This design comes from an exercise in tuning for small area and a short achievable clock period on the open sky130 flow, not from production work. Where RTL was checked, it was by simulation tests only, not by an equivalence proof against the original.

==> inputs of job 7732 <==
==> flow/design.v <==
module window_max #(
    parameter int DEPTH = 8,
    parameter int N     = 9
) (
    input  logic [N*DEPTH-1:0] din_i,
    output logic [DEPTH-1:0]   max_o
);
    localparam int P = 1 << $clog2(N);
    logic [DEPTH-1:0] t [1:2*P-1];
    always_comb begin
        for (int k = 0; k < P; k++)
            t[P+k] = (k < N) ? din_i[k*DEPTH +: DEPTH] : '0;
        for (int k = P - 1; k >= 1; k--)
            t[k] = (t[2*k] > t[2*k+1]) ? t[2*k] : t[2*k+1];
    end
    assign max_o = t[1];
endmodule
module kernel_pooler #(
    parameter int DEPTH = 8,
    parameter int KX    = 3,
    parameter int KY    = 3,
    parameter int AX    = 8,
    parameter int AY    = 8
) (
    input  logic                               clk,
    input  logic                               rst_n,
    input  logic                               in_valid,
    input  logic [DEPTH*AX*AY-1:0]             A,
    output logic                               out_valid,
    output logic [DEPTH*(AX-KX+1)*(AY-KY+1)-1:0] B
);
    localparam int OX = AX - KX + 1;
    localparam int OY = AY - KY + 1;
    localparam int N  = KX * KY;
    if (KX > AX || KY > AY) begin : g_bad_window
        $error("kernel_pooler: window larger than matrix");
    end
    logic [DEPTH*OX*OY-1:0] b_d, b_q;
    logic                   out_valid_q;
    for (genvar i = 0; i < OX; i++) begin : g_x
        for (genvar j = 0; j < OY; j++) begin : g_y
            logic [N*DEPTH-1:0] win;
            for (genvar u = 0; u < KX; u++) begin : g_u
                for (genvar v = 0; v < KY; v++) begin : g_v
                    assign win[(v*KX+u)*DEPTH +: DEPTH] = A[((j+v)*AX + (i+u))*DEPTH +: DEPTH];
                end
            end
            window_max #(.DEPTH(DEPTH), .N(N)) u_max (
                .din_i (win),
                .max_o (b_d[(i*OY + j)*DEPTH +: DEPTH])
            );
        end
    end
    always_ff @(posedge clk or negedge rst_n) begin
        if (!rst_n) begin
            b_q         <= '0;
            out_valid_q <= 1'b0;
        end else begin
            out_valid_q <= in_valid;
            if (in_valid) b_q <= b_d;
        end
    end
    assign B         = b_q;
    assign out_valid = out_valid_q;
endmodule
==> flow/run.sh <==
#!/bin/bash
# synth_recipe.tcl (not shown) runs the flow's synth.tcl, then flattens the netlist and writes it again
# the make line also repeats each setting of config.mk as NAME=value (left out here)
make -C /OpenROAD-flow-scripts/flow DESIGN_CONFIG=/design/flow/config.mk WORK_HOME=/design/flow/orfs CLKGATE_MAP_FILE= SYNTH_SCRIPT=/design/flow/synth_recipe.tcl finish
==> flow/config.mk <==
export PLATFORM = sky130hd
export DESIGN_NAME = kernel_pooler
export DESIGN_NICKNAME = kernel_pooler
export VERILOG_FILES = /design/flow/design.v
export SDC_FILE = /design/flow/constraint.sdc
export NUM_CORES = 4
export LEC_CHECK = 0
export CAP_MARGIN = 20
export CORE_MARGIN = 2
export CORE_UTILIZATION = 40
export SLEW_MARGIN = 20
==> flow/constraint.sdc <==
create_clock -name core_clock -period 12.5 [get_ports {clk}]
set_input_delay 2.5000 -clock core_clock [delete_from_list [all_inputs] [get_ports {clk}]]
set_output_delay 2.5000 -clock core_clock [all_outputs]
set_load 0.01 [all_outputs]
==> job 7103: changes against job 7732 <==
==> flow/design.v, changed modules only <==
module max3_row #(
    parameter int DEPTH = 8
) (
    input  logic [8*DEPTH-1:0] din_i,
    output logic [6*DEPTH-1:0] max_o
);
    function automatic logic [DEPTH-1:0] mx(input logic [DEPTH-1:0] a, input logic [DEPTH-1:0] b);
        mx = (a > b) ? a : b;
    endfunction
    logic [DEPTH-1:0] e [0:7];
    logic [DEPTH-1:0] p12, p34, p56;
    always_comb begin
        for (int k = 0; k < 8; k++) e[k] = din_i[k*DEPTH +: DEPTH];
        p12 = mx(e[1], e[2]);
        p34 = mx(e[3], e[4]);
        p56 = mx(e[5], e[6]);
        max_o[0*DEPTH +: DEPTH] = mx(e[0], p12);
        max_o[1*DEPTH +: DEPTH] = mx(p12, e[3]);
        max_o[2*DEPTH +: DEPTH] = mx(e[2], p34);
        max_o[3*DEPTH +: DEPTH] = mx(p34, e[5]);
        max_o[4*DEPTH +: DEPTH] = mx(e[4], p56);
        max_o[5*DEPTH +: DEPTH] = mx(p56, e[7]);
    end
endmodule
module kernel_pooler #(
    parameter int DEPTH = 8,
    parameter int KX    = 3,
    parameter int KY    = 3,
    parameter int AX    = 8,
    parameter int AY    = 8
) (
    input  logic                               clk,
    input  logic                               rst_n,
    input  logic                               in_valid,
    input  logic [DEPTH*AX*AY-1:0]             A,
    output logic                               out_valid,
    output logic [DEPTH*(AX-KX+1)*(AY-KY+1)-1:0] B
);
    localparam int OX = AX - KX + 1;
    localparam int OY = AY - KY + 1;
    logic [OX*DEPTH-1:0] h [0:AY-1];
    for (genvar y = 0; y < AY; y++) begin : g_row
        max3_row #(.DEPTH(DEPTH)) u_row (
            .din_i (A[y*AX*DEPTH +: AX*DEPTH]),
            .max_o (h[y])
        );
    end
    logic [DEPTH*OX*OY-1:0] b_d, b_q;
    logic                   out_valid_q;
    for (genvar i = 0; i < OX; i++) begin : g_col
        logic [AY*DEPTH-1:0] col;
        logic [OY*DEPTH-1:0] v;
        for (genvar y = 0; y < AY; y++) begin : g_y
            assign col[y*DEPTH +: DEPTH] = h[y][i*DEPTH +: DEPTH];
        end
        max3_row #(.DEPTH(DEPTH)) u_col (
            .din_i (col),
            .max_o (v)
        );
        for (genvar j = 0; j < OY; j++) begin : g_j
            assign b_d[(i*OY + j)*DEPTH +: DEPTH] = v[j*DEPTH +: DEPTH];
        end
    end
    always_ff @(posedge clk or negedge rst_n) begin
        if (!rst_n) begin
            b_q         <= '0;
            out_valid_q <= 1'b0;
        end else begin
            out_valid_q <= in_valid;
            if (in_valid) b_q <= b_d;
        end
    end
    assign B         = b_q;
    assign out_valid = out_valid_q;
endmodule
// module window_max removed
==> job 506: changes against job 7732 <==
==> flow/design.v, changed modules only <==
module max3_row #(
    parameter int DEPTH = 8
) (
    input  logic [8*DEPTH-1:0] din_i,
    output logic [6*DEPTH-1:0] max_o
);
    logic [DEPTH-1:0] e [0:7];
    logic [6:0] ge1;    
    logic [5:0] ge2;    
    for (genvar k = 0; k < 8; k++) begin : g_e
        assign e[k] = din_i[k*DEPTH +: DEPTH];
    end
    for (genvar k = 0; k < 7; k++) begin : g_c1
        cmp_ge #(.DEPTH(DEPTH)) u_c (.a_i(e[k]), .b_i(e[k+1]), .ge_o(ge1[k]));
    end
    for (genvar k = 0; k < 6; k++) begin : g_c2
        cmp_ge #(.DEPTH(DEPTH)) u_c (.a_i(e[k]), .b_i(e[k+2]), .ge_o(ge2[k]));
    end
    for (genvar k = 0; k < 6; k++) begin : g_w
        logic sx, sy, sz;
        assign sx = ge1[k] & ge2[k];
        assign sy = ~ge1[k] & ge1[k+1];
        assign sz = ~ge2[k] & ~ge1[k+1];
        assign max_o[k*DEPTH +: DEPTH] = ({DEPTH{sx}} & e[k])
                                       | ({DEPTH{sy}} & e[k+1])
                                       | ({DEPTH{sz}} & e[k+2]);
    end
endmodule
module cmp_ge #(
    parameter int DEPTH = 8
) (
    input  logic [DEPTH-1:0] a_i,
    input  logic [DEPTH-1:0] b_i,
    output logic             ge_o
);
    logic [7:0] gt0, ge0;
    logic [3:0] gt1, ge1;
    logic [1:0] gt2, ge2;
    assign gt0 = a_i & ~b_i;
    assign ge0 = a_i | ~b_i;
    for (genvar k = 0; k < 4; k++) begin : g_l1
        assign gt1[k] = gt0[2*k+1] | (ge0[2*k+1] & gt0[2*k]);
        assign ge1[k] = gt0[2*k+1] | (ge0[2*k+1] & ge0[2*k]);
    end
    for (genvar k = 0; k < 2; k++) begin : g_l2
        assign gt2[k] = gt1[2*k+1] | (ge1[2*k+1] & gt1[2*k]);
        assign ge2[k] = gt1[2*k+1] | (ge1[2*k+1] & ge1[2*k]);
    end
    assign ge_o = gt2[1] | (ge2[1] & ge2[0]);
endmodule
module kernel_pooler #(
    parameter int DEPTH = 8,
    parameter int KX    = 3,
    parameter int KY    = 3,
    parameter int AX    = 8,
    parameter int AY    = 8
) (
    input  logic                               clk,
    input  logic                               rst_n,
    input  logic                               in_valid,
    input  logic [DEPTH*AX*AY-1:0]             A,
    output logic                               out_valid,
    output logic [DEPTH*(AX-KX+1)*(AY-KY+1)-1:0] B
);
    localparam int OX = AX - KX + 1;
    localparam int OY = AY - KY + 1;
    logic [OX*DEPTH-1:0] h [0:AY-1];
    for (genvar y = 0; y < AY; y++) begin : g_row
        max3_row #(.DEPTH(DEPTH)) u_row (
            .din_i (A[y*AX*DEPTH +: AX*DEPTH]),
            .max_o (h[y])
        );
    end
    logic [DEPTH*OX*OY-1:0] b_d, b_q;
    logic                   out_valid_q;
    for (genvar i = 0; i < OX; i++) begin : g_col
        logic [AY*DEPTH-1:0] col;
        logic [OY*DEPTH-1:0] v;
        for (genvar y = 0; y < AY; y++) begin : g_y
            assign col[y*DEPTH +: DEPTH] = h[y][i*DEPTH +: DEPTH];
        end
        max3_row #(.DEPTH(DEPTH)) u_col (
            .din_i (col),
            .max_o (v)
        );
        for (genvar j = 0; j < OY; j++) begin : g_j
            assign b_d[(i*OY + j)*DEPTH +: DEPTH] = v[j*DEPTH +: DEPTH];
        end
    end
    always_ff @(posedge clk or negedge rst_n) begin
        if (!rst_n) begin
            b_q         <= '0;
            out_valid_q <= 1'b0;
        end else begin
            out_valid_q <= in_valid;
            if (in_valid) b_q <= b_d;
        end
    end
    assign B         = b_q;
    assign out_valid = out_valid_q;
endmodule
// module window_max removed
==> flow/flow/run.sh (new file) <==
#!/bin/bash
# Layout: the standard flow, with plain buffers (buf_2) on the ports in place of
# the delay cells buffer_ports picks by default.
set -euo pipefail
bash standard.sh "BUFFER_PORTS_ARGS=-buffer_cell sky130_fd_sc_hd__buf_2" finish > standard.log 2>&1
==> flow/standard.sh (new file) <==
#!/bin/bash
# synth_recipe.tcl (not shown) runs the flow's synth.tcl, then flattens the netlist and writes it again
# the make line also repeats each setting of config.mk as NAME=value (left out here)
make -C /OpenROAD-flow-scripts/flow DESIGN_CONFIG=/design/flow/config.mk WORK_HOME=/design/flow/orfs CLKGATE_MAP_FILE= SYNTH_SCRIPT=/design/flow/synth_recipe.tcl "${@:-finish}"
Settings changed: SETUP_SLACK_MARGIN from default to 5.
removed: flow/run.sh
==> summary of the runs <==
Against job 506, the routed wire length of job 7103 is lower by 23%.
In job 7103 the setup slack is better than in job 7732, by 0.11 ns.
Register-to-register slack, highest first: job 7103, job 506, job 7732.
Die area, lowest first: job 7103, job 506, job 7732.
In flip-flop and latch count, job 7103 and job 506 do not differ.
Design area: job 506 < job 7103 < job 7732.
The lowest via count belongs to job 7103, the highest to job 7732.
Non-clock buffer count: job 7103 < job 506 < job 7732.
Job 506 went through all stages and came out clean. Job 7103 went through all stages and came out clean. Job 7732 went through all stages and came out clean.
In job 7103 the final cell count is smaller than in job 7732, by 35%.
For job 7732, only the layout was checked, not whether the RTL still works.

==> re-timing with driven ports <==
No port has a modelled driver above. Below, the same layouts with a new extraction and two added sets of constraints. Step 1 (the two cells are an assumption about what drives the block):
set clk [get_ports {clk}]
set_driving_cell -lib_cell sky130_fd_sc_hd__clkbuf_16 $clk
set_driving_cell -lib_cell sky130_fd_sc_hd__buf_2 [delete_from_list [all_inputs] $clk]
Step 2 times the ports against the registers' clock, not the clock port: input delays grow and output delays shrink by t, the midpoint of the rising clock arrivals with the driver on. a / b / c = ideal ports / drivers / drivers and shift; a / b = the first two.
run	t (ns)	setup WS [ns]	latest minus earliest clock arrival (ns)	worst register clock-pin slew, ns	worst data-port slew with drivers (ns)
job 7732	0.778	1.124 / 1.188 / 0.410	0.038 / 0.038	0.07 / 0.07	0.19
job 7103	0.700	1.234 / 1.241 / 0.542	0.025 / 0.025	0.07 / 0.07	0.16
job 506	0.663	5.375 / 5.383 / 4.720	0.047 / 0.047	0.07 / 0.07	0.21
After both steps every run listed still meets setup and hold. The setup slack of job 7732, which loses most, moves by +0.064 ns with the drivers and by -0.714 ns with both steps.
